This is an optimization exercise on Yosys and OpenROAD, whose aim is small area and few clock cycles per item, not a production implementation.
Function was checked by simulation only, so behaviour that the tests miss may differ from the original.
Power and IR drop assume default switching activity.

`config.mk`:
```
export PLATFORM = sky130hd
export DESIGN_NAME = pot_average_motor_servo_setpoint
export DESIGN_NICKNAME = pot_average_motor_servo_setpoint
export VERILOG_FILES = /design/flow/design.v
export SDC_FILE = /design/flow/constraint.sdc
export NUM_CORES = 4
export LEC_CHECK = 0
export ABC_CLOCK_PERIOD_IN_PS = 8500
export CAP_MARGIN = 20
export CORE_MARGIN = 2
export CORE_UTILIZATION = 40
export SLEW_MARGIN = 20
```
`constraint.sdc`:
```
create_clock -name core_clock -period 10.0 [get_ports {i_clk}]
set_input_delay 2.0000 -clock core_clock [delete_from_list [all_inputs] [get_ports {i_clk}]]
set_output_delay 2.0000 -clock core_clock [all_outputs]
set_load 0.01 [all_outputs]
```
`design.v`:
```
`default_nettype none
module pot_average_motor_servo_setpoint (
    input  wire         i_clk,
    input  wire         i_rst_n,
    input  wire         i_in_valid,
    output logic        o_in_stall,
    input  wire  [19:0] i_in_item,
    output logic        o_out_valid,
    input  wire         i_out_stall,
    output logic [56:0] o_out_item
);
    localparam int WINDOW = 10;
    logic [19:0] r_cell [WINDOW];
    logic [3:0]  r_fill;
    logic        full;
    logic [13:0] r_ssum, r_asum;
    logic [13:0] ssum_next, asum_next;
    logic        r_valid;
    logic        accept;
    logic        take_old;
    logic [9:0]  new_s, new_a, nold_s, nold_a;
    assign o_in_stall  = r_valid && i_out_stall;
    assign accept      = i_in_valid && !o_in_stall;
    assign o_out_valid = r_valid;
    always_ff @(posedge i_clk) begin
        if (accept) begin
            r_cell[0] <= i_in_item;
            for (int i = 1; i < WINDOW; i++) r_cell[i] <= r_cell[i-1];
        end
    end
    assign full     = (r_fill == 4'(WINDOW));
    assign take_old = accept && full;
    assign new_s    = accept ? i_in_item[19:10] : 10'd0;
    assign new_a    = accept ? i_in_item[9:0]   : 10'd0;
    assign nold_s   = take_old ? ~r_cell[WINDOW-1][19:10] : 10'd0;
    assign nold_a   = take_old ? ~r_cell[WINDOW-1][9:0]   : 10'd0;
    always_ff @(posedge i_clk) begin
        if (!i_rst_n) begin
            r_fill  <= '0;
            r_valid <= 1'b0;
        end else begin
            r_valid <= accept || (r_valid && i_out_stall);
            if (accept && !full) r_fill <= r_fill + 4'd1;
        end
    end
    always_ff @(posedge i_clk) begin
        r_ssum <= i_rst_n ? ssum_next : 14'd0;
        r_asum <= i_rst_n ? asum_next : 14'd0;
    end
    logic [7:0]  speed;    
    logic [7:0]  qa;
    logic        neg, pos;
    logic [8:0]  w5;       
    logic [12:0] servo;
    logic [7:0]  aset;
    logic [6:0]  smag;
    assign neg = r_ssum < 14'd5115;
    assign pos = r_ssum >= 14'd5167;
    logic h_1;
    logic h_2;
    logic h_3;
    logic h_4;
    logic h_5;
    logic h_6;
    logic h_7;
    logic h_8;
    logic h_9;
    logic h_10;
    logic h_11;
    logic h_12;
    logic h_13;
    logic h_14;
    logic h_15;
    logic h_16;
    logic h_17;
    logic h_18;
    logic h_19;
    logic h_20;
    logic h_21;
    logic h_22;
    logic h_23;
    logic h_24;
    logic h_25;
    logic h_26;
    logic h_27;
    logic h_28;
    logic h_29;
    logic h_30;
    logic h_31;
    logic h_32;
    logic h_33;
    logic h_34;
    logic h_35;
    logic h_36;
    logic h_37;
    logic h_38;
    logic h_39;
    logic h_40;
    logic h_41;
    logic h_42;
    logic h_43;
    logic h_44;
    logic h_45;
    logic h_46;
    logic h_47;
    logic h_48;
    logic h_49;
    logic h_50;
    logic h_51;
    logic h_52;
    logic h_53;
    logic h_54;
    logic h_55;
    logic h_56;
    logic h_57;
    logic h_58;
    logic h_59;
    logic h_60;
    logic h_61;
    logic h_62;
    logic h_63;
    logic h_64;
    logic h_65;
    logic h_66;
    logic h_67;
    logic h_68;
    logic h_69;
    logic h_70;
    logic h_71;
    logic h_72;
    logic h_73;
    logic h_74;
    logic h_75;
    logic h_76;
    logic h_77;
    logic h_78;
    logic h_79;
    logic h_80;
    logic h_81;
    logic h_82;
    logic h_83;
    logic h_84;
    logic h_85;
    logic h_86;
    logic h_87;
    logic h_88;
    logic h_89;
    logic h_90;
    logic h_91;
    logic h_92;
    logic h_93;
    logic h_94;
    logic h_95;
    logic h_96;
    logic h_97;
    logic h_98;
    logic h_99;
    logic h_100;
    logic h_101;
    logic h_102;
    logic h_103;
    logic h_104;
    logic h_105;
    logic h_106;
    logic h_107;
    logic h_108;
    logic h_109;
    logic h_110;
    logic h_111;
    logic h_112;
    logic h_113;
    logic h_114;
    logic h_115;
    logic h_116;
    logic h_117;
    logic h_118;
    logic h_119;
    logic h_120;
    logic h_121;
    logic h_122;
    logic h_123;
    logic h_124;
    logic h_125;
    logic h_126;
    logic h_127;
    logic h_128;
    logic h_129;
    logic h_130;
    logic h_131;
    logic h_132;
    logic h_133;
    logic h_134;
    logic h_135;
    logic h_136;
    logic h_137;
    logic h_138;
    logic h_139;
    logic h_140;
    logic h_141;
    logic h_142;
    logic h_143;
    logic h_144;
    logic h_145;
    logic h_146;
    logic h_147;
    logic h_148;
    logic h_149;
    logic h_150;
    logic h_151;
    logic h_152;
    logic h_153;
    logic h_154;
    logic h_155;
    logic h_156;
    logic h_157;
    logic h_158;
    logic h_159;
    logic h_160;
    logic h_161;
    logic h_162;
    logic h_163;
    logic h_164;
    logic h_165;
    logic h_166;
    logic h_167;
    logic h_168;
    logic h_169;
    logic h_170;
    logic h_171;
    logic h_172;
    logic h_173;
    logic h_174;
    logic h_175;
    logic h_176;
    logic h_177;
    logic h_178;
    logic h_179;
    logic h_180;
    logic h_181;
    logic h_182;
    logic h_183;
    logic h_184;
    logic h_185;
    logic h_186;
    logic h_187;
    logic h_188;
    logic h_189;
    logic h_190;
    logic h_191;
    logic h_192;
    logic h_193;
    logic h_194;
    logic h_195;
    logic h_196;
    logic h_197;
    logic h_198;
    logic h_199;
    logic h_200;
    logic h_201;
    logic h_202;
    logic h_203;
    logic h_204;
    logic h_205;
    logic h_206;
    logic h_207;
    logic h_208;
    logic h_209;
    logic h_210;
    logic h_211;
    logic h_212;
    logic h_213;
    logic h_214;
    logic h_215;
    logic h_216;
    logic h_217;
    logic h_218;
    logic h_219;
    logic h_220;
    logic h_221;
    logic h_222;
    logic h_223;
    logic h_224;
    logic h_225;
    logic h_226;
    logic h_227;
    logic h_228;
    logic h_229;
    logic h_230;
    logic h_231;
    logic h_232;
    logic h_233;
    logic h_234;
    logic h_235;
    logic h_236;
    logic h_237;
    logic h_238;
    logic h_239;
    logic h_240;
    logic h_241;
    logic h_242;
    logic h_243;
    logic h_244;
    logic h_245;
    logic h_246;
    logic h_247;
    logic h_248;
    logic h_249;
    logic h_250;
    logic h_251;
    logic h_252;
    logic h_253;
    logic h_254;
    logic h_255;
    logic h_256;
    logic h_257;
    logic h_258;
    logic h_259;
    logic h_260;
    logic h_261;
    logic h_262;
    logic h_263;
    logic h_264;
    logic h_265;
    logic h_266;
    logic h_267;
    logic h_268;
    logic h_269;
    logic h_270;
    logic h_271;
    logic h_272;
    logic h_273;
    logic h_274;
    logic h_275;
    logic h_276;
    logic h_277;
    logic h_278;
    logic h_279;
    logic h_280;
    logic h_281;
    logic h_282;
    logic h_283;
    logic h_284;
    logic h_285;
    logic h_286;
    logic h_287;
    logic h_288;
    logic h_289;
    logic h_290;
    logic h_291;
    logic h_292;
    logic h_293;
    logic h_294;
    logic h_295;
    logic h_296;
    logic h_297;
    logic h_298;
    logic h_299;
    logic h_300;
    logic h_301;
    logic h_302;
    logic h_303;
    logic h_304;
    logic h_305;
    logic h_306;
    logic h_307;
    logic h_308;
    logic h_309;
    logic h_310;
    logic h_311;
    logic h_312;
    logic h_313;
    logic h_314;
    logic h_315;
    logic h_316;
    logic h_317;
    logic h_318;
    logic h_319;
    logic h_320;
    logic h_321;
    logic h_322;
    logic h_323;
    logic h_324;
    logic h_325;
    logic h_326;
    logic h_327;
    logic h_328;
    logic h_329;
    logic h_330;
    logic h_331;
    logic h_332;
    logic h_333;
    logic h_334;
    logic h_335;
    logic h_336;
    logic h_337;
    logic h_338;
    logic h_339;
    logic h_340;
    logic h_341;
    logic h_342;
    logic h_343;
    logic h_344;
    logic h_345;
    logic h_346;
    logic h_347;
    logic h_348;
    logic h_349;
    logic h_350;
    logic h_351;
    logic h_352;
    logic h_353;
    logic h_354;
    logic h_355;
    logic h_356;
    logic h_357;
    logic h_358;
    logic h_359;
    logic h_360;
    logic h_361;
    logic h_362;
    logic h_363;
    logic h_364;
    logic h_365;
    logic h_366;
    logic h_367;
    logic h_368;
    logic h_369;
    logic h_370;
    logic h_371;
    logic h_372;
    logic h_373;
    logic h_374;
    logic h_375;
    logic h_376;
    logic h_377;
    logic h_378;
    logic h_379;
    logic h_380;
    logic h_381;
    logic h_382;
    logic h_383;
    logic h_384;
    logic h_385;
    logic h_386;
    logic h_387;
    logic h_388;
    logic h_389;
    logic h_390;
    logic h_391;
    logic h_392;
    logic h_393;
    logic h_394;
    logic h_395;
    logic h_396;
    logic h_397;
    logic h_398;
    logic h_399;
    logic h_400;
    assign h_1 = r_ssum[0] ^ new_s[0] ^ nold_s[0];
    assign h_2 = (r_ssum[0] & new_s[0]) | (r_ssum[0] & nold_s[0]) | (new_s[0] & nold_s[0]);
    assign h_3 = r_ssum[1] ^ new_s[1] ^ nold_s[1];
    assign h_4 = (r_ssum[1] & new_s[1]) | (r_ssum[1] & nold_s[1]) | (new_s[1] & nold_s[1]);
    assign h_5 = r_ssum[2] ^ new_s[2] ^ nold_s[2];
    assign h_6 = (r_ssum[2] & new_s[2]) | (r_ssum[2] & nold_s[2]) | (new_s[2] & nold_s[2]);
    assign h_7 = r_ssum[3] ^ new_s[3] ^ nold_s[3];
    assign h_8 = (r_ssum[3] & new_s[3]) | (r_ssum[3] & nold_s[3]) | (new_s[3] & nold_s[3]);
    assign h_9 = r_ssum[4] ^ new_s[4] ^ nold_s[4];
    assign h_10 = (r_ssum[4] & new_s[4]) | (r_ssum[4] & nold_s[4]) | (new_s[4] & nold_s[4]);
    assign h_11 = r_ssum[5] ^ new_s[5] ^ nold_s[5];
    assign h_12 = (r_ssum[5] & new_s[5]) | (r_ssum[5] & nold_s[5]) | (new_s[5] & nold_s[5]);
    assign h_13 = r_ssum[6] ^ new_s[6] ^ nold_s[6];
    assign h_14 = (r_ssum[6] & new_s[6]) | (r_ssum[6] & nold_s[6]) | (new_s[6] & nold_s[6]);
    assign h_15 = r_ssum[7] ^ new_s[7] ^ nold_s[7];
    assign h_16 = (r_ssum[7] & new_s[7]) | (r_ssum[7] & nold_s[7]) | (new_s[7] & nold_s[7]);
    assign h_17 = r_ssum[8] ^ new_s[8] ^ nold_s[8];
    assign h_18 = (r_ssum[8] & new_s[8]) | (r_ssum[8] & nold_s[8]) | (new_s[8] & nold_s[8]);
    assign h_19 = r_ssum[9] ^ new_s[9] ^ nold_s[9];
    assign h_20 = (r_ssum[9] & new_s[9]) | (r_ssum[9] & nold_s[9]) | (new_s[9] & nold_s[9]);
    assign h_21 = h_20 ^ r_ssum[10] ^ take_old;
    assign h_22 = (h_20 & r_ssum[10]) | (h_20 & take_old) | (r_ssum[10] & take_old);
    assign h_23 = h_22 ^ r_ssum[11] ^ take_old;
    assign h_24 = (h_22 & r_ssum[11]) | (h_22 & take_old) | (r_ssum[11] & take_old);
    assign h_25 = h_24 ^ r_ssum[12] ^ take_old;
    assign h_26 = (h_24 & r_ssum[12]) | (h_24 & take_old) | (r_ssum[12] & take_old);
    assign h_27 = h_26 ^ r_ssum[13] ^ take_old;
    assign h_28 = (h_26 & r_ssum[13]) | (h_26 & take_old) | (r_ssum[13] & take_old);
    assign h_29 = h_1 ^ take_old;
    assign h_30 = h_1 & take_old;
    assign h_31 = h_2 ^ h_3 ^ h_30;
    assign h_32 = (h_2 & h_3) | (h_2 & h_30) | (h_3 & h_30);
    assign h_33 = h_4 ^ h_5 ^ h_32;
    assign h_34 = (h_4 & h_5) | (h_4 & h_32) | (h_5 & h_32);
    assign h_35 = h_6 ^ h_7 ^ h_34;
    assign h_36 = (h_6 & h_7) | (h_6 & h_34) | (h_7 & h_34);
    assign h_37 = h_8 ^ h_9 ^ h_36;
    assign h_38 = (h_8 & h_9) | (h_8 & h_36) | (h_9 & h_36);
    assign h_39 = h_10 ^ h_11 ^ h_38;
    assign h_40 = (h_10 & h_11) | (h_10 & h_38) | (h_11 & h_38);
    assign h_41 = h_12 ^ h_13 ^ h_40;
    assign h_42 = (h_12 & h_13) | (h_12 & h_40) | (h_13 & h_40);
    assign h_43 = h_14 ^ h_15 ^ h_42;
    assign h_44 = (h_14 & h_15) | (h_14 & h_42) | (h_15 & h_42);
    assign h_45 = h_16 ^ h_17 ^ h_44;
    assign h_46 = (h_16 & h_17) | (h_16 & h_44) | (h_17 & h_44);
    assign h_47 = h_18 ^ h_19 ^ h_46;
    assign h_48 = (h_18 & h_19) | (h_18 & h_46) | (h_19 & h_46);
    assign h_49 = h_21 ^ h_48;
    assign h_50 = h_21 & h_48;
    assign h_51 = h_23 ^ h_50;
    assign h_52 = h_23 & h_50;
    assign h_53 = h_25 ^ h_52;
    assign h_54 = h_25 & h_52;
    assign h_55 = h_27 ^ h_54;
    assign h_56 = h_27 & h_54;
    assign h_57 = r_asum[0] ^ new_a[0] ^ nold_a[0];
    assign h_58 = (r_asum[0] & new_a[0]) | (r_asum[0] & nold_a[0]) | (new_a[0] & nold_a[0]);
    assign h_59 = r_asum[1] ^ new_a[1] ^ nold_a[1];
    assign h_60 = (r_asum[1] & new_a[1]) | (r_asum[1] & nold_a[1]) | (new_a[1] & nold_a[1]);
    assign h_61 = r_asum[2] ^ new_a[2] ^ nold_a[2];
    assign h_62 = (r_asum[2] & new_a[2]) | (r_asum[2] & nold_a[2]) | (new_a[2] & nold_a[2]);
    assign h_63 = r_asum[3] ^ new_a[3] ^ nold_a[3];
    assign h_64 = (r_asum[3] & new_a[3]) | (r_asum[3] & nold_a[3]) | (new_a[3] & nold_a[3]);
    assign h_65 = r_asum[4] ^ new_a[4] ^ nold_a[4];
    assign h_66 = (r_asum[4] & new_a[4]) | (r_asum[4] & nold_a[4]) | (new_a[4] & nold_a[4]);
    assign h_67 = r_asum[5] ^ new_a[5] ^ nold_a[5];
    assign h_68 = (r_asum[5] & new_a[5]) | (r_asum[5] & nold_a[5]) | (new_a[5] & nold_a[5]);
    assign h_69 = r_asum[6] ^ new_a[6] ^ nold_a[6];
    assign h_70 = (r_asum[6] & new_a[6]) | (r_asum[6] & nold_a[6]) | (new_a[6] & nold_a[6]);
    assign h_71 = r_asum[7] ^ new_a[7] ^ nold_a[7];
    assign h_72 = (r_asum[7] & new_a[7]) | (r_asum[7] & nold_a[7]) | (new_a[7] & nold_a[7]);
    assign h_73 = r_asum[8] ^ new_a[8] ^ nold_a[8];
    assign h_74 = (r_asum[8] & new_a[8]) | (r_asum[8] & nold_a[8]) | (new_a[8] & nold_a[8]);
    assign h_75 = r_asum[9] ^ new_a[9] ^ nold_a[9];
    assign h_76 = (r_asum[9] & new_a[9]) | (r_asum[9] & nold_a[9]) | (new_a[9] & nold_a[9]);
    assign h_77 = h_76 ^ r_asum[10] ^ take_old;
    assign h_78 = (h_76 & r_asum[10]) | (h_76 & take_old) | (r_asum[10] & take_old);
    assign h_79 = h_78 ^ r_asum[11] ^ take_old;
    assign h_80 = (h_78 & r_asum[11]) | (h_78 & take_old) | (r_asum[11] & take_old);
    assign h_81 = h_80 ^ r_asum[12] ^ take_old;
    assign h_82 = (h_80 & r_asum[12]) | (h_80 & take_old) | (r_asum[12] & take_old);
    assign h_83 = h_82 ^ r_asum[13] ^ take_old;
    assign h_84 = (h_82 & r_asum[13]) | (h_82 & take_old) | (r_asum[13] & take_old);
    assign h_85 = h_57 ^ take_old;
    assign h_86 = h_57 & take_old;
    assign h_87 = h_58 ^ h_59 ^ h_86;
    assign h_88 = (h_58 & h_59) | (h_58 & h_86) | (h_59 & h_86);
    assign h_89 = h_60 ^ h_61 ^ h_88;
    assign h_90 = (h_60 & h_61) | (h_60 & h_88) | (h_61 & h_88);
    assign h_91 = h_62 ^ h_63 ^ h_90;
    assign h_92 = (h_62 & h_63) | (h_62 & h_90) | (h_63 & h_90);
    assign h_93 = h_64 ^ h_65 ^ h_92;
    assign h_94 = (h_64 & h_65) | (h_64 & h_92) | (h_65 & h_92);
    assign h_95 = h_66 ^ h_67 ^ h_94;
    assign h_96 = (h_66 & h_67) | (h_66 & h_94) | (h_67 & h_94);
    assign h_97 = h_68 ^ h_69 ^ h_96;
    assign h_98 = (h_68 & h_69) | (h_68 & h_96) | (h_69 & h_96);
    assign h_99 = h_70 ^ h_71 ^ h_98;
    assign h_100 = (h_70 & h_71) | (h_70 & h_98) | (h_71 & h_98);
    assign h_101 = h_72 ^ h_73 ^ h_100;
    assign h_102 = (h_72 & h_73) | (h_72 & h_100) | (h_73 & h_100);
    assign h_103 = h_74 ^ h_75 ^ h_102;
    assign h_104 = (h_74 & h_75) | (h_74 & h_102) | (h_75 & h_102);
    assign h_105 = h_77 ^ h_104;
    assign h_106 = h_77 & h_104;
    assign h_107 = h_79 ^ h_106;
    assign h_108 = h_79 & h_106;
    assign h_109 = h_81 ^ h_108;
    assign h_110 = h_81 & h_108;
    assign h_111 = h_83 ^ h_110;
    assign h_112 = h_83 & h_110;
    assign h_113 = r_ssum[8] ^ r_ssum[5] ^ ~r_ssum[3];
    assign h_114 = (r_ssum[8] & r_ssum[5]) | (r_ssum[8] & ~r_ssum[3]) | (r_ssum[5] & ~r_ssum[3]);
    assign h_115 = r_ssum[9] ^ r_ssum[6] ^ r_ssum[0];
    assign h_116 = (r_ssum[9] & r_ssum[6]) | (r_ssum[9] & r_ssum[0]) | (r_ssum[6] & r_ssum[0]);
    assign h_117 = r_ssum[10] ^ r_ssum[7] ^ r_ssum[1];
    assign h_118 = (r_ssum[10] & r_ssum[7]) | (r_ssum[10] & r_ssum[1]) | (r_ssum[7] & r_ssum[1]);
    assign h_119 = r_ssum[13] ^ r_ssum[5] ^ 1'b0;
    assign h_120 = (r_ssum[13] & r_ssum[5]) | (r_ssum[13] & 1'b0) | (r_ssum[5] & 1'b0);
    assign h_121 = r_ssum[11] ^ r_ssum[8] ^ r_ssum[2];
    assign h_122 = (r_ssum[11] & r_ssum[8]) | (r_ssum[11] & r_ssum[2]) | (r_ssum[8] & r_ssum[2]);
    assign h_123 = r_ssum[0] ^ ~r_ssum[6] ^ 1'b1;
    assign h_124 = (r_ssum[0] & ~r_ssum[6]) | (r_ssum[0] & 1'b1) | (~r_ssum[6] & 1'b1);
    assign h_125 = r_ssum[12] ^ r_ssum[9] ^ r_ssum[3];
    assign h_126 = (r_ssum[12] & r_ssum[9]) | (r_ssum[12] & r_ssum[3]) | (r_ssum[9] & r_ssum[3]);
    assign h_127 = r_ssum[1] ^ ~r_ssum[7] ^ 1'b1;
    assign h_128 = (r_ssum[1] & ~r_ssum[7]) | (r_ssum[1] & 1'b1) | (~r_ssum[7] & 1'b1);
    assign h_129 = r_ssum[13] ^ r_ssum[10] ^ r_ssum[4];
    assign h_130 = (r_ssum[13] & r_ssum[10]) | (r_ssum[13] & r_ssum[4]) | (r_ssum[10] & r_ssum[4]);
    assign h_131 = r_ssum[2] ^ ~r_ssum[8] ^ 1'b1;
    assign h_132 = (r_ssum[2] & ~r_ssum[8]) | (r_ssum[2] & 1'b1) | (~r_ssum[8] & 1'b1);
    assign h_133 = r_ssum[11] ^ r_ssum[5] ^ r_ssum[3];
    assign h_134 = (r_ssum[11] & r_ssum[5]) | (r_ssum[11] & r_ssum[3]) | (r_ssum[5] & r_ssum[3]);
    assign h_135 = r_ssum[12] ^ r_ssum[6] ^ r_ssum[4];
    assign h_136 = (r_ssum[12] & r_ssum[6]) | (r_ssum[12] & r_ssum[4]) | (r_ssum[6] & r_ssum[4]);
    assign h_137 = r_ssum[13] ^ r_ssum[7] ^ r_ssum[5];
    assign h_138 = (r_ssum[13] & r_ssum[7]) | (r_ssum[13] & r_ssum[5]) | (r_ssum[7] & r_ssum[5]);
    assign h_139 = r_ssum[8] ^ r_ssum[6] ^ ~r_ssum[12];
    assign h_140 = (r_ssum[8] & r_ssum[6]) | (r_ssum[8] & ~r_ssum[12]) | (r_ssum[6] & ~r_ssum[12]);
    assign h_141 = r_ssum[9] ^ r_ssum[7] ^ ~r_ssum[13];
    assign h_142 = (r_ssum[9] & r_ssum[7]) | (r_ssum[9] & ~r_ssum[13]) | (r_ssum[7] & ~r_ssum[13]);
    assign h_143 = r_ssum[11] ^ r_ssum[9] ^ 1'b1;
    assign h_144 = (r_ssum[11] & r_ssum[9]) | (r_ssum[11] & 1'b1) | (r_ssum[9] & 1'b1);
    assign h_145 = r_ssum[12] ^ r_ssum[10] ^ 1'b1;
    assign h_146 = (r_ssum[12] & r_ssum[10]) | (r_ssum[12] & 1'b1) | (r_ssum[10] & 1'b1);
    assign h_147 = h_114 ^ h_115 ^ ~r_ssum[12];
    assign h_148 = (h_114 & h_115) | (h_114 & ~r_ssum[12]) | (h_115 & ~r_ssum[12]);
    assign h_149 = h_116 ^ h_117 ^ ~h_119;
    assign h_150 = (h_116 & h_117) | (h_116 & ~h_119) | (h_117 & ~h_119);
    assign h_151 = h_118 ^ h_121 ^ h_123;
    assign h_152 = (h_118 & h_121) | (h_118 & h_123) | (h_121 & h_123);
    assign h_153 = h_122 ^ h_124 ^ h_125;
    assign h_154 = (h_122 & h_124) | (h_122 & h_125) | (h_124 & h_125);
    assign h_155 = h_126 ^ h_128 ^ h_129;
    assign h_156 = (h_126 & h_128) | (h_126 & h_129) | (h_128 & h_129);
    assign h_157 = h_130 ^ h_132 ^ h_133;
    assign h_158 = (h_130 & h_132) | (h_130 & h_133) | (h_132 & h_133);
    assign h_159 = h_134 ^ h_135 ^ ~r_ssum[10];
    assign h_160 = (h_134 & h_135) | (h_134 & ~r_ssum[10]) | (h_135 & ~r_ssum[10]);
    assign h_161 = h_136 ^ h_137 ^ ~r_ssum[11];
    assign h_162 = (h_136 & h_137) | (h_136 & ~r_ssum[11]) | (h_137 & ~r_ssum[11]);
    assign h_163 = h_142 ^ r_ssum[10] ^ r_ssum[8];
    assign h_164 = (h_142 & r_ssum[10]) | (h_142 & r_ssum[8]) | (r_ssum[10] & r_ssum[8]);
    assign h_165 = h_146 ^ r_ssum[13] ^ r_ssum[11];
    assign h_166 = (h_146 & r_ssum[13]) | (h_146 & r_ssum[11]) | (r_ssum[13] & r_ssum[11]);
    assign h_167 = h_150 ^ h_151 ^ ~h_120;
    assign h_168 = (h_150 & h_151) | (h_150 & ~h_120) | (h_151 & ~h_120);
    assign h_169 = h_152 ^ h_153 ^ h_127;
    assign h_170 = (h_152 & h_153) | (h_152 & h_127) | (h_153 & h_127);
    assign h_171 = h_154 ^ h_155 ^ h_131;
    assign h_172 = (h_154 & h_155) | (h_154 & h_131) | (h_155 & h_131);
    assign h_173 = h_156 ^ h_157 ^ ~r_ssum[9];
    assign h_174 = (h_156 & h_157) | (h_156 & ~r_ssum[9]) | (h_157 & ~r_ssum[9]);
    assign h_175 = h_158 ^ h_159 ^ 1'b1;
    assign h_176 = (h_158 & h_159) | (h_158 & 1'b1) | (h_159 & 1'b1);
    assign h_177 = h_160 ^ h_161 ^ 1'b1;
    assign h_178 = (h_160 & h_161) | (h_160 & 1'b1) | (h_161 & 1'b1);
    assign h_179 = h_162 ^ h_138 ^ h_139;
    assign h_180 = (h_162 & h_138) | (h_162 & h_139) | (h_138 & h_139);
    assign h_181 = h_172 ^ h_173 ^ 1'b1;
    assign h_182 = (h_172 & h_173) | (h_172 & 1'b1) | (h_173 & 1'b1);
    assign h_183 = h_180 ^ h_140 ^ h_141;
    assign h_184 = (h_180 & h_140) | (h_180 & h_141) | (h_140 & h_141);
    assign h_185 = h_182 ^ h_174 ^ h_175;
    assign h_186 = (h_182 & h_174) | (h_182 & h_175) | (h_174 & h_175);
    assign h_187 = h_186 ^ h_176 ^ h_177;
    assign h_188 = (h_186 & h_176) | (h_186 & h_177) | (h_176 & h_177);
    assign h_189 = h_188 ^ h_178 ^ h_179;
    assign h_190 = (h_188 & h_178) | (h_188 & h_179) | (h_178 & h_179);
    assign h_191 = h_147 & ~r_ssum[4];
    assign h_192 = h_147 | ~r_ssum[4];
    assign h_193 = h_148 & h_149;
    assign h_194 = h_148 | h_149;
    assign h_195 = h_168 & h_169;
    assign h_196 = h_168 | h_169;
    assign h_197 = h_170 & h_171;
    assign h_198 = h_170 | h_171;
    assign h_199 = h_193 | (h_194 & h_191);
    assign h_200 = h_194 & h_192;
    assign h_201 = h_195 | (h_196 & 1'b0);
    assign h_202 = h_196 & h_167;
    assign h_203 = 1'b0 | (h_181 & h_197);
    assign h_204 = h_181 & h_198;
    assign h_205 = 1'b0 | (h_187 & 1'b0);
    assign h_206 = h_187 & h_185;
    assign h_207 = h_201 | (h_202 & h_199);
    assign h_208 = h_202 & h_200;
    assign h_209 = h_205 | (h_206 & h_203);
    assign h_210 = h_206 & h_204;
    assign h_211 = h_209 | (h_210 & h_207);
    assign h_212 = h_210 & h_208;
    assign h_213 = h_189 ^ h_211;
    assign h_214 = h_189 & h_211;
    assign h_215 = h_190 ^ h_183 ^ h_214;
    assign h_216 = (h_190 & h_183) | (h_190 & h_214) | (h_183 & h_214);
    assign h_217 = h_184 ^ h_163 ^ h_216;
    assign h_218 = (h_184 & h_163) | (h_184 & h_216) | (h_163 & h_216);
    assign h_219 = h_164 ^ h_143 ^ h_218;
    assign h_220 = (h_164 & h_143) | (h_164 & h_218) | (h_143 & h_218);
    assign h_221 = h_144 ^ h_145 ^ h_220;
    assign h_222 = (h_144 & h_145) | (h_144 & h_220) | (h_145 & h_220);
    assign h_223 = h_165 ^ h_222;
    assign h_224 = h_165 & h_222;
    assign h_225 = h_166 ^ r_ssum[12] ^ h_224;
    assign h_226 = (h_166 & r_ssum[12]) | (h_166 & h_224) | (r_ssum[12] & h_224);
    assign h_227 = r_ssum[13] ^ 1'b1 ^ h_226;
    assign h_228 = (r_ssum[13] & 1'b1) | (r_ssum[13] & h_226) | (1'b1 & h_226);
    assign h_229 = r_asum[10] ^ r_asum[7] ^ r_asum[0];
    assign h_230 = (r_asum[10] & r_asum[7]) | (r_asum[10] & r_asum[0]) | (r_asum[7] & r_asum[0]);
    assign h_231 = r_asum[11] ^ r_asum[8] ^ r_asum[1];
    assign h_232 = (r_asum[11] & r_asum[8]) | (r_asum[11] & r_asum[1]) | (r_asum[8] & r_asum[1]);
    assign h_233 = r_asum[12] ^ r_asum[9] ^ r_asum[2];
    assign h_234 = (r_asum[12] & r_asum[9]) | (r_asum[12] & r_asum[2]) | (r_asum[9] & r_asum[2]);
    assign h_235 = r_asum[13] ^ r_asum[10] ^ r_asum[3];
    assign h_236 = (r_asum[13] & r_asum[10]) | (r_asum[13] & r_asum[3]) | (r_asum[10] & r_asum[3]);
    assign h_237 = r_asum[11] ^ r_asum[4] ^ r_asum[1];
    assign h_238 = (r_asum[11] & r_asum[4]) | (r_asum[11] & r_asum[1]) | (r_asum[4] & r_asum[1]);
    assign h_239 = r_asum[12] ^ r_asum[5] ^ r_asum[2];
    assign h_240 = (r_asum[12] & r_asum[5]) | (r_asum[12] & r_asum[2]) | (r_asum[5] & r_asum[2]);
    assign h_241 = r_asum[13] ^ r_asum[6] ^ r_asum[3];
    assign h_242 = (r_asum[13] & r_asum[6]) | (r_asum[13] & r_asum[3]) | (r_asum[6] & r_asum[3]);
    assign h_243 = h_234 ^ h_235 ^ r_asum[0];
    assign h_244 = (h_234 & h_235) | (h_234 & r_asum[0]) | (h_235 & r_asum[0]);
    assign h_245 = h_242 ^ r_asum[7] ^ r_asum[4];
    assign h_246 = (h_242 & r_asum[7]) | (h_242 & r_asum[4]) | (r_asum[7] & r_asum[4]);
    assign h_247 = h_244 ^ h_236 ^ h_237;
    assign h_248 = (h_244 & h_236) | (h_244 & h_237) | (h_236 & h_237);
    assign h_249 = h_246 ^ r_asum[8] ^ r_asum[5];
    assign h_250 = (h_246 & r_asum[8]) | (h_246 & r_asum[5]) | (r_asum[8] & r_asum[5]);
    assign h_251 = h_248 ^ h_238 ^ h_239;
    assign h_252 = (h_248 & h_238) | (h_248 & h_239) | (h_238 & h_239);
    assign h_253 = h_250 ^ r_asum[9] ^ r_asum[6];
    assign h_254 = (h_250 & r_asum[9]) | (h_250 & r_asum[6]) | (r_asum[9] & r_asum[6]);
    assign h_255 = h_252 ^ h_240 ^ h_241;
    assign h_256 = (h_252 & h_240) | (h_252 & h_241) | (h_240 & h_241);
    assign h_257 = h_254 ^ r_asum[10] ^ r_asum[7];
    assign h_258 = (h_254 & r_asum[10]) | (h_254 & r_asum[7]) | (r_asum[10] & r_asum[7]);
    assign h_259 = h_258 ^ r_asum[11] ^ r_asum[8];
    assign h_260 = (h_258 & r_asum[11]) | (h_258 & r_asum[8]) | (r_asum[11] & r_asum[8]);
    assign h_261 = h_260 ^ r_asum[12] ^ r_asum[9];
    assign h_262 = (h_260 & r_asum[12]) | (h_260 & r_asum[9]) | (r_asum[12] & r_asum[9]);
    assign h_263 = h_262 ^ r_asum[13] ^ r_asum[10];
    assign h_264 = (h_262 & r_asum[13]) | (h_262 & r_asum[10]) | (r_asum[13] & r_asum[10]);
    assign h_265 = r_asum[6] & 1'b1;
    assign h_266 = r_asum[6] | 1'b1;
    assign h_267 = h_229 & 1'b1;
    assign h_268 = h_229 | 1'b1;
    assign h_269 = h_230 & h_231;
    assign h_270 = h_230 | h_231;
    assign h_271 = h_232 & h_233;
    assign h_272 = h_232 | h_233;
    assign h_273 = h_256 & h_245;
    assign h_274 = h_256 | h_245;
    assign h_275 = h_267 | (h_268 & h_265);
    assign h_276 = h_268 & h_266;
    assign h_277 = h_271 | (h_272 & h_269);
    assign h_278 = h_272 & h_270;
    assign h_279 = 1'b0 | (h_247 & 1'b0);
    assign h_280 = h_247 & h_243;
    assign h_281 = 1'b0 | (h_255 & 1'b0);
    assign h_282 = h_255 & h_251;
    assign h_283 = 1'b0 | (h_249 & h_273);
    assign h_284 = h_249 & h_274;
    assign h_285 = h_277 | (h_278 & h_275);
    assign h_286 = h_278 & h_276;
    assign h_287 = h_281 | (h_282 & h_279);
    assign h_288 = h_282 & h_280;
    assign h_289 = h_287 | (h_288 & h_285);
    assign h_290 = h_288 & h_286;
    assign h_291 = h_283 | (h_284 & h_289);
    assign h_292 = h_284 & h_290;
    assign h_293 = h_253 ^ h_291;
    assign h_294 = h_253 & h_291;
    assign h_295 = h_257 ^ h_294;
    assign h_296 = h_257 & h_294;
    assign h_297 = h_259 ^ h_296;
    assign h_298 = h_259 & h_296;
    assign h_299 = h_261 ^ h_298;
    assign h_300 = h_261 & h_298;
    assign h_301 = h_263 ^ h_300;
    assign h_302 = h_263 & h_300;
    assign h_303 = h_264 ^ r_asum[11] ^ h_302;
    assign h_304 = (h_264 & r_asum[11]) | (h_264 & h_302) | (r_asum[11] & h_302);
    assign h_305 = r_asum[12] ^ h_304;
    assign h_306 = r_asum[12] & h_304;
    assign h_307 = r_asum[13] ^ h_306;
    assign h_308 = r_asum[13] & h_306;
    assign h_309 = speed[0] ^ ~pos ^ 1'b1;
    assign h_310 = (speed[0] & ~pos) | (speed[0] & 1'b1) | (~pos & 1'b1);
    assign h_311 = speed[2] ^ speed[0] ^ 1'b1;
    assign h_312 = (speed[2] & speed[0]) | (speed[2] & 1'b1) | (speed[0] & 1'b1);
    assign h_313 = speed[3] ^ speed[1] ^ 1'b1;
    assign h_314 = (speed[3] & speed[1]) | (speed[3] & 1'b1) | (speed[1] & 1'b1);
    assign h_315 = speed[4] ^ speed[2] ^ 1'b1;
    assign h_316 = (speed[4] & speed[2]) | (speed[4] & 1'b1) | (speed[2] & 1'b1);
    assign h_317 = speed[5] ^ speed[3] ^ 1'b1;
    assign h_318 = (speed[5] & speed[3]) | (speed[5] & 1'b1) | (speed[3] & 1'b1);
    assign h_319 = speed[6] ^ speed[4] ^ 1'b1;
    assign h_320 = (speed[6] & speed[4]) | (speed[6] & 1'b1) | (speed[4] & 1'b1);
    assign h_321 = speed[7] ^ speed[5] ^ 1'b1;
    assign h_322 = (speed[7] & speed[5]) | (speed[7] & 1'b1) | (speed[5] & 1'b1);
    assign h_323 = speed[7] ^ speed[6] ^ 1'b1;
    assign h_324 = (speed[7] & speed[6]) | (speed[7] & 1'b1) | (speed[6] & 1'b1);
    assign h_325 = h_310 ^ speed[1] ^ 1'b1;
    assign h_326 = (h_310 & speed[1]) | (h_310 & 1'b1) | (speed[1] & 1'b1);
    assign h_327 = h_326 ^ h_311;
    assign h_328 = h_326 & h_311;
    assign h_329 = h_312 ^ h_313 ^ h_328;
    assign h_330 = (h_312 & h_313) | (h_312 & h_328) | (h_313 & h_328);
    assign h_331 = h_314 ^ h_315 ^ h_330;
    assign h_332 = (h_314 & h_315) | (h_314 & h_330) | (h_315 & h_330);
    assign h_333 = h_316 ^ h_317 ^ h_332;
    assign h_334 = (h_316 & h_317) | (h_316 & h_332) | (h_317 & h_332);
    assign h_335 = h_318 ^ h_319 ^ h_334;
    assign h_336 = (h_318 & h_319) | (h_318 & h_334) | (h_319 & h_334);
    assign h_337 = h_320 ^ h_321 ^ h_336;
    assign h_338 = (h_320 & h_321) | (h_320 & h_336) | (h_321 & h_336);
    assign h_339 = h_322 ^ h_323 ^ h_338;
    assign h_340 = (h_322 & h_323) | (h_322 & h_338) | (h_323 & h_338);
    assign h_341 = qa[0] ^ qa[3] ^ 1'b1;
    assign h_342 = (qa[0] & qa[3]) | (qa[0] & 1'b1) | (qa[3] & 1'b1);
    assign h_343 = qa[0] ^ qa[1] ^ qa[4];
    assign h_344 = (qa[0] & qa[1]) | (qa[0] & qa[4]) | (qa[1] & qa[4]);
    assign h_345 = qa[1] ^ qa[2] ^ qa[5];
    assign h_346 = (qa[1] & qa[2]) | (qa[1] & qa[5]) | (qa[2] & qa[5]);
    assign h_347 = qa[2] ^ qa[3] ^ qa[6];
    assign h_348 = (qa[2] & qa[3]) | (qa[2] & qa[6]) | (qa[3] & qa[6]);
    assign h_349 = qa[3] ^ qa[4] ^ qa[7];
    assign h_350 = (qa[3] & qa[4]) | (qa[3] & qa[7]) | (qa[4] & qa[7]);
    assign h_351 = qa[4] ^ qa[5] ^ 1'b1;
    assign h_352 = (qa[4] & qa[5]) | (qa[4] & 1'b1) | (qa[5] & 1'b1);
    assign h_353 = qa[6] ^ qa[7] ^ 1'b1;
    assign h_354 = (qa[6] & qa[7]) | (qa[6] & 1'b1) | (qa[7] & 1'b1);
    assign h_355 = h_342 ^ h_343 ^ 1'b1;
    assign h_356 = (h_342 & h_343) | (h_342 & 1'b1) | (h_343 & 1'b1);
    assign h_357 = h_346 ^ h_347 ^ 1'b1;
    assign h_358 = (h_346 & h_347) | (h_346 & 1'b1) | (h_347 & 1'b1);
    assign h_359 = h_348 ^ h_349 ^ 1'b1;
    assign h_360 = (h_348 & h_349) | (h_348 & 1'b1) | (h_349 & 1'b1);
    assign h_361 = h_352 ^ qa[5] ^ qa[6];
    assign h_362 = (h_352 & qa[5]) | (h_352 & qa[6]) | (qa[5] & qa[6]);
    assign h_363 = h_356 ^ h_344 ^ h_345;
    assign h_364 = (h_356 & h_344) | (h_356 & h_345) | (h_344 & h_345);
    assign h_365 = h_360 ^ h_350 ^ h_351;
    assign h_366 = (h_360 & h_350) | (h_360 & h_351) | (h_350 & h_351);
    assign h_367 = qa[2] ^ 1'b1;
    assign h_368 = qa[2] & 1'b1;
    assign h_369 = h_341 ^ h_368;
    assign h_370 = h_341 & h_368;
    assign h_371 = h_355 ^ h_370;
    assign h_372 = h_355 & h_370;
    assign h_373 = h_363 ^ h_372;
    assign h_374 = h_363 & h_372;
    assign h_375 = h_364 ^ h_357 ^ h_374;
    assign h_376 = (h_364 & h_357) | (h_364 & h_374) | (h_357 & h_374);
    assign h_377 = h_358 ^ h_359 ^ h_376;
    assign h_378 = (h_358 & h_359) | (h_358 & h_376) | (h_359 & h_376);
    assign h_379 = h_365 ^ h_378;
    assign h_380 = h_365 & h_378;
    assign h_381 = h_366 ^ h_361 ^ h_380;
    assign h_382 = (h_366 & h_361) | (h_366 & h_380) | (h_361 & h_380);
    assign h_383 = h_362 ^ h_353 ^ h_382;
    assign h_384 = (h_362 & h_353) | (h_362 & h_382) | (h_353 & h_382);
    assign h_385 = h_354 ^ qa[7] ^ h_384;
    assign h_386 = (h_354 & qa[7]) | (h_354 & h_384) | (qa[7] & h_384);
    assign h_387 = qa[1] ^ 1'b1;
    assign h_388 = qa[1] & 1'b1;
    assign h_389 = qa[2] ^ 1'b1 ^ h_388;
    assign h_390 = (qa[2] & 1'b1) | (qa[2] & h_388) | (1'b1 & h_388);
    assign h_391 = qa[3] ^ h_390;
    assign h_392 = qa[3] & h_390;
    assign h_393 = qa[4] ^ h_392;
    assign h_394 = qa[4] & h_392;
    assign h_395 = qa[5] ^ 1'b1 ^ h_394;
    assign h_396 = (qa[5] & 1'b1) | (qa[5] & h_394) | (1'b1 & h_394);
    assign h_397 = qa[6] ^ h_396;
    assign h_398 = qa[6] & h_396;
    assign h_399 = qa[7] ^ 1'b1 ^ h_398;
    assign h_400 = (qa[7] & 1'b1) | (qa[7] & h_398) | (1'b1 & h_398);
    assign ssum_next = {h_55, h_53, h_51, h_49, h_47, h_45, h_43, h_41, h_39, h_37, h_35, h_33, h_31, h_29};
    assign asum_next = {h_111, h_109, h_107, h_105, h_103, h_101, h_99, h_97, h_95, h_93, h_91, h_89, h_87, h_85};
    assign speed = {h_227, h_225, h_223, h_221, h_219, h_217, h_215, h_213};
    assign qa = {h_307, h_305, h_303, h_301, h_299, h_297, h_295, h_293};
    assign w5 = {h_339, h_337, h_335, h_333, h_331, h_329, h_327, h_325, h_309};
    assign servo = {h_386, h_385, h_383, h_381, h_379, h_377, h_375, h_373, h_371, h_369, h_367, qa[1], qa[0]};
    assign aset = {h_399, h_397, h_395, h_393, h_391, h_389, h_387, qa[0]};
    always_comb begin
        logic seen;
        seen = 1'b0;
        for (int i = 0; i < 7; i++) begin
            smag[i] = speed[i] ^ (neg && seen);
            seen    = seen || speed[i];
        end
    end
    assign o_out_item[56:49] = speed;
    assign o_out_item[48:42] = smag;
    assign o_out_item[41:34] = aset;
    assign o_out_item[33:26] = qa;
    assign o_out_item[25]    = pos;
    assign o_out_item[24]    = neg;
    assign o_out_item[23:13] = {w5, pos, pos} ^ {11{neg}};
    assign o_out_item[12:0]  = servo;
endmodule
`default_nettype wire
```
`flow/run.sh`:
```
#!/bin/bash
# Layout flow: the standard synthesis and layout (standard.sh), with
#  - an inverter clean-up of the synthesized netlist around the full-adder cells
#    (polfix.py; full adders are self-dual, so inverters can be moved), checked
#    for combinational equivalence with yosys (registers unchanged); if the check
#    does not pass, the standard netlist is used as it is;
#  - port buffers of the smallest buffer cell (every port still gets one);
#  - a clock tree without dummy loads, with 8x clock buffers.
# Each tool writes its own log in this folder.
set -u
R=orfs/results/sky130hd/pot_average_motor_servo_setpoint/base
bash standard.sh synth > synth.log 2>&1 || exit 1
cp $R/1_2_yosys.v $R/1_2_yosys_std.v
if python3 flow/polfix.py $R/1_2_yosys_std.v polfix_out.v > polfix.log 2>&1 \
   && python3 flow/cutff.py $R/1_2_yosys_std.v eq_gold.v >> polfix.log 2>&1 \
   && python3 flow/cutff.py polfix_out.v eq_gate.v >> polfix.log 2>&1 \
   && $FLOW_HOME/../tools/install/yosys/bin/yosys -q -l eq.log -p "
        read_liberty -ignore_miss_func $FLOW_HOME/platforms/sky130hd/lib/sky130_fd_sc_hd__tt_025C_1v80.lib
        read_verilog eq_gold.v; rename $FLOW_TOP gold
        read_verilog eq_gate.v; rename $FLOW_TOP gate
        hierarchy -check; flatten; opt_clean -purge
        miter -equiv -flatten -make_assert gold gate miter
        hierarchy -top miter
        sat -verify -prove-asserts miter" > eq_stdout.log 2>&1; then
  echo "polfix netlist proven equivalent; using it" >> polfix.log
  cp polfix_out.v $R/1_2_yosys.v
  rm -f $R/1_synth.odb $R/1_synth.sdc
else
  echo "polfix not used" >> polfix.log
fi
bash standard.sh \
  "BUFFER_PORTS_ARGS=-buffer_cell sky130_fd_sc_hd__buf_1" \
  "CTS_ARGS=-sink_clustering_enable -repair_clock_nets -dont_use_dummy_load -buf_list sky130_fd_sc_hd__clkbuf_8 -sink_clustering_size 20 -sink_clustering_max_diameter 60" \
  finish > standard.log 2>&1
```
`flow/cutff.py`:
```
"""Replace every flip-flop instance by ports: its Q net becomes an input, its other
input pins become outputs (named after the instance), so two netlists with the same
registers can be compared combinationally."""
import re, sys
src = open(sys.argv[1]).read()
cell_re = re.compile(r'^(\s*)(sky130_fd_sc_hd__(\w*df\w*|\w*dl\w*))\s+(\\\S+\s|\S+)\s*\((.*?)\);\n', re.S | re.M)
pin_re = re.compile(r'\.(\w+)\(([^()]*)\)')
ins, outs, assigns = [], [], []
def rep(m):
    name = re.sub(r'[^A-Za-z0-9_]', '_', m.group(4).strip())
    for p, n in pin_re.findall(m.group(5)):
        n = n.strip()
        if p == 'CLK': continue
        if p in ('Q', 'Q_N'):
            ins.append((f"q_{name}_{p}", n))
        else:
            outs.append((f"o_{name}_{p}", n))
    return ''
body = cell_re.sub(rep, src)
hdr_end = body.index(');', body.index('module ')) + 2
decl = ''.join(f"  input {a};\n" for a, n in ins) + ''.join(f"  output {a};\n" for a, n in outs)
conn = ''.join(f"  assign {n}{' ' if n.startswith(chr(92)) else ''} = {a};\n" for a, n in ins) + \
       ''.join(f"  assign {a} = {n}{' ' if n.startswith(chr(92)) else ''};\n" for a, n in outs)
hdr = body[:hdr_end]
hdr = hdr.replace(');', ', ' + ', '.join(a for a, n in ins + outs) + ');', 1) if False else hdr
# add ports to the port list
i = hdr.rindex(')')
hdr = hdr[:i] + ''.join(', ' + a for a, n in ins + outs) + hdr[i:]
open(sys.argv[2], 'w').write(hdr + decl + conn + body[hdr_end:])
```
`flow/polfix.py`:
```
#!/usr/bin/env python3
"""Inverter polarity clean-up for a Yosys gate netlist with sky130 full adders.

A full adder is self-dual: FA(~a,~b,~c) = (~sum, ~cout). Flipping an adder (complementing
all three inputs and both outputs) leaves the function unchanged, so the inverters around
adders can be re-placed. This picks a flip for each fa cell (local search) that needs the
fewest inverters, then rewrites the netlist: all inverters whose input or output touches a
full adder are removed and the needed ones are re-created, one per inverted net.
Registers and every other cell are left as they are.
usage: polfix.py IN.v OUT.v
"""
import re, sys, random

FA = 'sky130_fd_sc_hd__fa_'
INV = ('sky130_fd_sc_hd__inv_', 'sky130_fd_sc_hd__clkinv_')
OUTS = {'X', 'Y', 'Q', 'Q_N', 'SUM', 'COUT', 'HI', 'LO'}

src = open(sys.argv[1]).read()
mod_start = src.index('module ')
body_start = src.index(');', mod_start) + 2
end = src.rindex('endmodule')
header, body, tail = src[:body_start], src[body_start:end], src[end:]

cell_re = re.compile(r'^(\s*)(sky130_fd_sc_hd__\w+)\s+(\\\S+\s|\S+)\s*\((.*?)\);\n', re.S | re.M)
pin_re = re.compile(r'\.(\w+)\(([^()]*)\)')

cells = []   # [type, name, [(pin, net)], span]
for m in cell_re.finditer(body):
    pins = [(p, n.strip()) for p, n in pin_re.findall(m.group(4))]
    cells.append([m.group(2), m.group(3).strip(), pins, m.span()])

def is_fa(c): return c[0].startswith(FA)
def is_inv(c): return c[0].startswith(INV)

driver = {}
for i, c in enumerate(cells):
    for p, n in c[2]:
        if p in OUTS and n:
            driver[n] = (i, p)

# nets read by ports (output ports) -- treat as consumers
port_outs = set()
port_names = set(re.findall(r'^\s*output\s+(?:\[[^\]]*\]\s*)?(\S+?);', header + body, re.M))
for m in re.finditer(r'^\s*output\s+(\[[^\]]*\]\s*)?(\S+?);', header + body, re.M):
    port_outs.add(m.group(2))
assigns = re.findall(r'^\s*assign\s+(.*?)\s*=\s*(.*?);', body, re.M)

def root(n):
    """(root net, polarity) following inverter chains"""
    pol = 0
    seen = 0
    while n in driver and is_inv(cells[driver[n][0]]) and seen < 20:
        c = cells[driver[n][0]]
        n = dict(c[2])['A']; pol ^= 1; seen += 1
    return n, pol

# which inverters are "touching" an adder (to be rebuilt)
fa_ids = [i for i, c in enumerate(cells) if is_fa(c)]
fa_index = {i: k for k, i in enumerate(fa_ids)}

def drv_fa(net):
    d = driver.get(net)
    if d and is_fa(cells[d[0]]):
        return fa_index[d[0]]
    return None

# consumers: (cell index or None for port/assign, pin, root, pol)
consumers = []
for i, c in enumerate(cells):
    if is_inv(c):
        continue
    for p, n in c[2]:
        if p in OUTS or not n or n.startswith("1'"):
            continue
        r, pol = root(n)
        consumers.append((i, p, r, pol, n))
# inverters that drive a port or assign directly must stay (as consumers of root)
used_in_assign = set()
for lhs, rhs in assigns:
    for n in re.findall(r'\\\S+\s|[\w\[\]\.$]+', rhs):
        used_in_assign.add(n.strip())

inv_out_nets = {dict(c[2])['Y'] for c in cells if is_inv(c)}
for c in cells:
    if is_inv(c):
        y = dict(c[2])['Y']
        if y in port_outs or y in used_in_assign:
            r, pol = root(y)
            consumers.append((None, 'PORT', r, pol, y))

# only consider consumers whose root or consuming cell involves an adder
relevant = []
for (i, p, r, pol, n) in consumers:
    f_cons = fa_index.get(i) if i is not None else None
    f_drv = drv_fa(r)
    if f_cons is None and f_drv is None:
        continue
    relevant.append((f_cons, f_drv, r, pol, i, p, n))

nfa = len(fa_ids)
x = [0] * nfa

def cost(x):
    need = set()
    for f_cons, f_drv, r, pol, i, p, n in relevant:
        v = pol ^ (x[f_cons] if f_cons is not None else 0) ^ (x[f_drv] if f_drv is not None else 0)
        if v:
            need.add(r)
    return len(need)

# local search with random restarts and single-flip moves
def search(seed):
    rnd = random.Random(seed)
    x = [rnd.randint(0, 1) if seed else 0 for _ in range(nfa)]
    best = cost(x)
    improved = True
    while improved:
        improved = False
        order = list(range(nfa)); rnd.shuffle(order)
        for k in order:
            x[k] ^= 1
            c = cost(x)
            if c <= best and (c < best or rnd.random() < 0.3):
                if c < best: improved = True
                best = c
            else:
                x[k] ^= 1
    return best, x
start = cost(x)
best, x = search(0)
for seed in range(1, 300):
    b, xx = search(seed)
    if b < best:
        best, x = b, xx
print(f"polfix: {nfa} adders, inverters around adders {start} -> {best}", file=sys.stderr)
if len(sys.argv) < 3:
    sys.exit(0)

def outbuf_cleanup(text):
    """Synthesis leaves a buf_4 in front of each output port; the layout's port buffering
    adds its own buffer after it. Shrink these to buf_1 (the resizer can size them up)."""
    n = 0
    def rep(m):
        nonlocal n
        pins = dict((p, v.strip()) for p, v in pin_re.findall(m.group(0)))
        if pins.get('X', '').split('[')[0].lstrip('\\') in port_names:
            n += 1
            return m.group(0).replace(m.group(2), 'sky130_fd_sc_hd__buf_1', 1)
        return m.group(0)
    text = cell_re.sub(lambda m: rep(m) if re.match(r'sky130_fd_sc_hd__(buf|clkbuf)_\d+$', m.group(2)) else m.group(0), text)
    print(f"polfix: {n} output-port buffers from synthesis set to buf_1", file=sys.stderr)
    return text

# ---- rewrite ----
need = {}
for f_cons, f_drv, r, pol, i, p, n in relevant:
    v = pol ^ (x[f_cons] if f_cons is not None else 0) ^ (x[f_drv] if f_drv is not None else 0)
    if v:
        need.setdefault(r, None)
# nets driven by flipped adders carry the complement; name new nets
newpins = {}  # (cell idx, pin) -> net
extra = []
k = 0
def inv_net(r):
    global k
    if need[r] is None:
        k += 1
        nn = f"_polinv{k}_"
        need[r] = nn
        extra.append(f"  sky130_fd_sc_hd__inv_1 _polinv_cell{k}_ (\n    .A({r}{' ' if r.startswith(chr(92)) else ''}),\n    .Y({nn})\n  );\n")
    return need[r]
def netref(n):
    return n + ' ' if n.startswith('\\') else n
port_fix = []
for f_cons, f_drv, r, pol, i, p, n in relevant:
    v = pol ^ (x[f_cons] if f_cons is not None else 0) ^ (x[f_drv] if f_drv is not None else 0)
    target = inv_net(r) if v else r
    if i is None:
        port_fix.append((n, target))
    else:
        newpins[(i, p)] = target
# remove inverters that only fed relevant consumers (rebuild); keep others
keep_inv = set()
for (i, p, r, pol, n) in consumers:
    pass
relevant_keys = {(i, p) for f_cons, f_drv, r, pol, i, p, n in relevant}
# an inverter is still needed if some non-relevant consumer reads its output
inv_needed_nets = set()
for (i, p, r, pol, n) in consumers:
    if (i, p) not in relevant_keys and n in inv_out_nets:
        inv_needed_nets.add(n)
# and transitively its input chain
def mark(n):
    while n in driver and is_inv(cells[driver[n][0]]):
        inv_needed_nets.add(n)
        n = dict(cells[driver[n][0]][2])['A']
for n in list(inv_needed_nets):
    mark(n)
# ports/assign nets whose driver is an inverter: handled via port_fix, inverter removed
port_nets_fixed = {n for n, t in port_fix}

out = []
pos = 0
removed = 0
for idx, c in enumerate(cells):
    s, e = c[3]
    out.append(body[pos:s]); pos = e
    text = body[s:e]
    if is_inv(c):
        y = dict(c[2])['Y']
        if y not in inv_needed_nets:
            removed += 1
            continue
    if any((idx, p) in newpins for p, _ in c[2]):
        def rep(m):
            p = m.group(1)
            if (idx, p) in newpins:
                return f".{p}({netref(newpins[(idx, p)])})"
            return m.group(0)
        text = pin_re.sub(rep, text)
    out.append(text)
out.append(body[pos:])
nb = ''.join(out)
# port nets: drive with a buffer-free connection via an assign-free approach: an inverter
# or buffer cell whose output is the port net
for n, t in port_fix:
    k += 1
    if t == n:
        continue
    extra.append(f"  sky130_fd_sc_hd__buf_1 _polbuf_cell{k}_ (\n    .A({netref(t)}),\n    .X({netref(n)})\n  );\n")
# flipped adders: their output nets now carry complements; consumers were rewired above
decl = ''.join(f"  wire _polinv{j}_;\n" for j in range(1, k + 1) if f"_polinv{j}_" in ''.join(extra))
nb = decl + nb + ''.join(extra)
text = header + nb + tail
text = outbuf_cleanup(text)
open(sys.argv[2], 'w').write(text)
print(f"polfix: removed {removed} inverters, added {sum(1 for e in extra if 'inv_1' in e)} inverters, {sum(1 for e in extra if 'buf_1' in e)} port buffers", file=sys.stderr)
```
`standard.sh`:
```
#!/bin/bash
# synth_recipe.tcl (not shown) runs the flow's synth.tcl, then flattens the netlist and writes it again
# the make line also repeats each setting of config.mk as NAME=value (left out here)
make -C /OpenROAD-flow-scripts/flow DESIGN_CONFIG=/design/flow/config.mk WORK_HOME=/design/flow/orfs CLKGATE_MAP_FILE= SYNTH_SCRIPT=/design/flow/synth_recipe.tcl "${@:-finish}"
```
==> results.sh, run 1 <==
export IMPL_routed_wirelength_um=17100
export IMPL_routabilityCongestion=0.837
export IMPL_grt_ovfl_total=0
export IMPL_crit_type="flip-flop to output port"
export IMPL_dieArea_um2=29400
export IMPL_crit_slowest_cell="fa_2"
export IMPL_whs_ps=393
export IMPL_power_frac_comb_pct=57.6
export IMPL_synth_nets=896
export IMPL_dieHeight_um=171
export IMPL_syn_area_um2=11200
export IMPL_path_clk_slew_ps=110
export IMPL_rsz0062_at_grt="true"
export IMPL_ir_drop_mv=0.354
export IMPL_antenna_left=0
export IMPL_hold_path_class="flip-flop to flip-flop"
export IMPL_drtIter0Drc=395
export IMPL_clock_latency_ps=510
export IMPL_endpoint_kind="output port"
export IMPL_drv_cap=0
export IMPL_rows=61
export IMPL_start_util_pct=40.4
export IMPL_area_growth_pct=11.1
export IMPL_die_w_um=171
export IMPL_tightestPinTransition_ps=777
export IMPL_antenna_found_initial=0
export IMPL_cp_start_kind="flip-flop"
export IMPL_vias_per_cell=4.42
export IMPL_cts_made_buffers=16
export IMPL_setup_viol_count_final=0
export IMPL_track_usage_pct=12.2
export IMPL_drcViolationCount=0
export IMPL_cts_root_buf="clkbuf_8"
export IMPL_grt_pass1_vias=5285
export IMPL_crit_buf_inv=5
export IMPL_antenna_cells=0
export IMPL_critPathArrivalTime_ps=7930
export IMPL_switching_share_pct=39.4
export IMPL_drv_slew=0
export IMPL_clock_skew_ps=52.5
export IMPL_p_per_area_nw_per_um2=297
export IMPL_critical_path_max_stage_delay_ps=570
export IMPL_yosys_warnings=2
export IMPL_cp_required_ps=8000
export IMPL_relSlewSlack_pct=48.2
export IMPL_clk_path_buf_depth=3
export IMPL_core_um2=27700
export IMPL_power_internal_w=0.00224
export IMPL_post_drt_wl_per_cell_um=14.6
export IMPL_ctsHoldBuffers=0
export IMPL_p_leak_nw=4.78
export IMPL_grt_pass1_wl_um=28000
export IMPL_hpwlAfterDp_um=12500
export IMPL_timing_fmax_mhz=101
export IMPL_final_hold_viol_count=0
export IMPL_cp_top_family="adder cells"
export IMPL_htree_num_levels=1
export IMPL_status="timing/DRC/antenna clean"
export IMPL_drive_gt1_share_pct=12.3
export IMPL_clock_sinks=233
export IMPL_r2r_slack_ps=3120
export IMPL_num_vias=5192
export IMPL_cts_tree="done"
export IMPL_min_period_ps=9930
export IMPL_pwr_share_clk_pct=11.1
export IMPL_io_buffers=82
export IMPL_p_sw_w=0.00146
export IMPL_sequentialPowerShare_pct=31.3
export IMPL_ios=83
export IMPL_worst_path_most_repeated_cell="fa_2"
export IMPL_n_fill_cell=2461
export IMPL_fin_nets=984
export IMPL_syn_inst=710
export IMPL_syn_avg_cell_area_um2=15.8
export IMPL_first_pass_iters=4
export IMPL_grt_max_degree=97
export IMPL_finalSetupTns_ps=0
export IMPL_fin_crit_sh_pct=99.3
export IMPL_path_max_fanout=2
flip-flops by register name, summed over array words and instances (netlist names):
name and flops:
r_valid 1, r_ssum 14, r_cell 200, r_fill 4, r_asum 14
layout make-up:
class / instances / area, um^2 / area share (%)
Sequential cell: 233 / 6680 / 53.7
Inverter: 88 / 330 / 2.65
Tap cell: 378 / 473 / 3.80
Clock buffer: 16 / 220 / 1.77
Multi-Input combinational cell: 340 / 4140 / 33.3
Timing Repair Buffer: 119 / 601 / 4.83
power groups by stage:
stage	clock network, W	logic (W)	registers, W
6_report	0.000410	0.00213	0.00116
2_1_floorplan	0	0.00152	0.00118
3_3_place_gp	0	0.00206	0.00118
3_5_place_dp	0	0.00208	0.00118
4_1_cts	0.000442	0.00218	0.00116
5_1_grt	0.000471	0.00247	0.00117
layout by cell type (no fill, tap or decap), types with 5 or more instances in the layout:
cell type,instances
fa_2,17
inv_1,85
xor2_1,5
nand2_1,10
dfxtp_2,9
xnor2_1,32
fa_1,91
o21ai_0,5
nor3_1,7
ha_1,50
dfxtp_1,23
and2_1,49
edfxtp_1,200
buf_4,36
buf_1,80
nor2_1,27
clkbuf_8,16
layer usage:
metal  global-route usage [%]  wire length [um]  vias up
li1                         -                 -     2493
met3                     1.54               682       18
met2                     18.9              7550       92
met1                     18.4              8650     2589
met4                     2.69               231        0
met5                        0                 0        -
final timing paths:
kind	from	endpoint	cells after the start
min	r_cell[3][15]$_DFFE_PP_	r_cell[4][15]$_DFFE_PP_	0
min reg2reg	r_cell[3][15]$_DFFE_PP_	r_cell[4][15]$_DFFE_PP_	0
max reg2reg	r_fill[0]$_SDFFE_PN0P_	r_asum[13]$_SDFF_PN0_	23
max	r_ssum[3]$_SDFF_PN0_	o_out_item[23]	26
worst reg2reg max path, stage by stage (launching register included):
cell and delay (ps):
dfxtp_1 370, inv_1 80, ha_1 180, and3b_1 200, nand2_1 440, nor2_1 120, fa_1 450, ha_1 200
fa_1 380, fa_1 390, fa_1 390, fa_1 410, fa_1 400, fa_1 400, fa_1 400, fa_1 430
fa_1 380, ha_1 190, ha_1 180, ha_1 190, xnor2_1 160, xnor2_1 160, xnor2_1 80, and2_1 140
metrics by stage:
stage / utilization [%] / cells / power (W) / instance area [um^2] / worst slack [ps]
6_report: 44.9 / 1174 / 0.00370 / 12400 / 73.4
5_1_grt: 44.9 / 1174 / 0.00411 / 12400 / -281
4_1_cts: 44.6 / 1172 / 0.00378 / 12400 / -137
3_5_place_dp: 43.6 / 1155 / 0.00326 / 12100 / -192
3_3_place_gp: 43.6 / 1155 / 0.00324 / 12100 / -143
2_1_floorplan: - / 710 / 0.00270 / 11200 / 17.4
what timing repair did:
| item | 4_1_cts | 5_1_grt |
|---|---|---|
| gates resized for setup | 23 | 14 |
| buffers inserted | 1 | 2 |
| endpoints found under the setup margin | 5 | 6 |
| pin swaps | 17 | 10 |
Testbench counts, summed over its fixed seeds: cycles 16,016, items 16,000.
==> inputs of run 2 (changes only) <==
--- a/config.mk
+++ b/config.mk
@@ -7,3 +7,3 @@
 export LEC_CHECK = 0
-export ABC_CLOCK_PERIOD_IN_PS = 8500
+export ABC_CLOCK_PERIOD_IN_PS = 7000
 export CAP_MARGIN = 20
==> results.sh, run 2 <==
export IMPL_clock_latency_ps=510
export IMPL_status="timing/DRC/antenna clean"
export IMPL_cp_start_kind="flip-flop"
export IMPL_routabilityCongestion=0.837
export IMPL_ir_drop_mv=0.354
export IMPL_fin_nets=984
export IMPL_pwr_share_clk_pct=11.1
export IMPL_largest_reg_flops=200
export IMPL_crit_type="flip-flop to output port"
export IMPL_routed_wirelength_um=17100
export IMPL_cts_made_buffers=16
export IMPL_drv_slew=0
export IMPL_switching_share_pct=39.4
export IMPL_grt_pass1_wl_um=28000
export IMPL_critPathArrivalTime_ps=7930
export IMPL_layout_commonest_cell="edfxtp_1"
export IMPL_path_max_fanout=2
export IMPL_timing_fmax_mhz=101
export IMPL_ctsHoldBuffers=0
export IMPL_hold_path_class="flip-flop to flip-flop"
export IMPL_yosys_warnings=2
export IMPL_drv_cap=0
export IMPL_antenna_cells=0
export IMPL_area_growth_pct=11.1
export IMPL_path_clk_slew_ps=110
export IMPL_syn_area_um2=11200
export IMPL_hpwlAfterDp_um=12500
export IMPL_io_buffers=82
export IMPL_syn_avg_cell_area_um2=15.8
export IMPL_rows=61
export IMPL_core_um2=27700
export IMPL_vias_per_cell=4.42
export IMPL_power_frac_comb_pct=57.6
export IMPL_dpl_cell_area_um2=12100
export IMPL_setup_viol_count_final=0
export IMPL_syn_inst=710
export IMPL_regMostFlops="r_cell"
export IMPL_endpoint_kind="output port"
export IMPL_cts_tree="done"
export IMPL_start_util_pct=40.4
export IMPL_grt_pass1_vias=5285
export IMPL_dieArea_um2=29400
export IMPL_top_regs="r_cell x200, r_asum x14, r_ssum x14"
export IMPL_p_leak_nw=4.78
export IMPL_power_internal_w=0.00224
export IMPL_drcViolationCount=0
export IMPL_fin_crit_sh_pct=99.3
export IMPL_sequentialPowerShare_pct=31.3
export IMPL_synth_nets=896
export IMPL_tightestPinTransition_ps=777
export IMPL_p_sw_w=0.00146
export IMPL_cts_root_buf="clkbuf_8"
export IMPL_grt_ovfl_total=0
export IMPL_clk_path_buf_depth=3
export IMPL_die_w_um=171
export IMPL_cp_required_ps=8000
export IMPL_p_per_area_nw_per_um2=297
export IMPL_p_total_w=0.00370
export IMPL_most_common_layout_cells="edfxtp_1, fa_1, inv_1"
export IMPL_grt_max_degree=97
export IMPL_drive_gt1_share_pct=12.3
export IMPL_antenna_left=0
export IMPL_track_usage_pct=12.2
export IMPL_final_hold_viol_count=0
export IMPL_htree_num_levels=1
export IMPL_post_drt_wl_per_cell_um=14.6
export IMPL_rsz0062_at_grt="true"
export IMPL_drtIter0Drc=395
export IMPL_first_pass_iters=4
export IMPL_relSlewSlack_pct=48.2
export IMPL_clock_sinks=233
export IMPL_ios=83
export IMPL_final_area_um2=12400
export IMPL_dieHeight_um=171
export IMPL_clock_skew_ps=52.5
export IMPL_min_period_ps=9930
export IMPL_num_vias=5192
export IMPL_antenna_found_initial=0
==> run 2: cell counts in the layout (fill, tap and decap cells not counted) <==
No cell type changed its count.
==> run 2: area by class of cell <==
class                      instances  area (um^2)
clock buffer                      16          220
fill                            2461        15300
inverter                          88          330
multi-input combinational        340         4140
sequential                       233         6680
tap                              378          473
timing repair buffer             119          601
==> run 2: power groups by stage <==
stage	Combinational [W]	Clock, W	Sequential (W)
floorplan	0.00152	0	0.00118
global placement	0.00206	0	0.00118
detailed placement	0.00208	0	0.00118
CTS	0.00218	0.000442	0.00116
global route	0.00247	0.000471	0.00117
finish	0.00213	0.000410	0.00116
==> run 2: timing repair <==
action,CTS,global route
endpoints found under the setup margin,5,6
pin swaps,17,10
setup buffers,1,2
gates resized for setup,23,14
==> run 2: worst max-delay path, cell delays in order (launching register included) <==
cell,delay (ps)
dfxtp_2,340
inv_2,60
fa_1,550
fa_1,430
fa_1,450
ha_2,190
fa_2,340
fa_2,350
fa_1,470
inv_1,60
ha_1,130
inv_1,50
fa_2,340
fa_2,370
fa_2,570
ha_4,210
fa_2,340
fa_2,370
fa_2,350
fa_2,340
fa_2,340
inv_2,70
xor2_2,130
xnor2_1,150
xnor2_1,150
xnor2_1,140
buf_2,150
==> run 2: final timing paths <==
path                            from                      end  slack, ps  cells past startpoint
max             r_ssum[3]$_SDFF_PN0_           o_out_item[23]         70                     26
min          r_cell[3][15]$_DFFE_PP_  r_cell[4][15]$_DFFE_PP_        390                      0
min reg2reg  r_cell[3][15]$_DFFE_PP_  r_cell[4][15]$_DFFE_PP_        390                      0
max reg2reg   r_fill[0]$_SDFFE_PN0P_    r_asum[13]$_SDFF_PN0_       3120                     23
==> run 2: per-stage QoR <==
stage,hold slack [ps],util (%),TNS (ps),instances,worst slack (ps)
floorplan,400,-,0,710,17.4
global placement,400,43.6,-143,1155,-143
detailed placement,405,43.6,-192,1155,-192
CTS,395,44.6,-137,1172,-137
global route,402,44.9,-320,1174,-281
finish,393,44.9,0,1174,73.4
==> run 2: routing by layer <==
layer | vias to the layer above | GRT usage, % | wire length, um
li1 | 2493 | - | -
met1 | 2589 | 18.4 | 8650
met2 | 92 | 18.9 | 7550
met3 | 18 | 1.54 | 682
met4 | 0 | 2.69 | 231
met5 | - | 0 | 0

## what the ideal ports hide
In the flow no input, the clock included, has a driving cell. The finished layouts below were timed again as built, in two steps. Step 1 (the two cells are an assumption about what drives the block):
set clk [get_ports {i_clk}]
set_driving_cell -lib_cell sky130_fd_sc_hd__clkbuf_16 $clk
set_driving_cell -lib_cell sky130_fd_sc_hd__buf_2 [delete_from_list [all_inputs] $clk]
Step 2 moves the port delays by t, midway between the first and last clock arrival at a register: inputs arrive t later, outputs are due t later. That takes back most of the time a late clock gives input paths. Three values: no drivers, after step 1, after step 2; two values: the first two.
| run | t, ns | setup WS [ns] | cell pins on the clock port's net |
|---|---|---|---|
| run 1 | 0.522 | 0.073 / 0.034 / 0.556 | 1 |
| run 2 | 0.522 | 0.073 / 0.034 / 0.556 | 1 |
After both steps setup and hold are still met in every run listed.
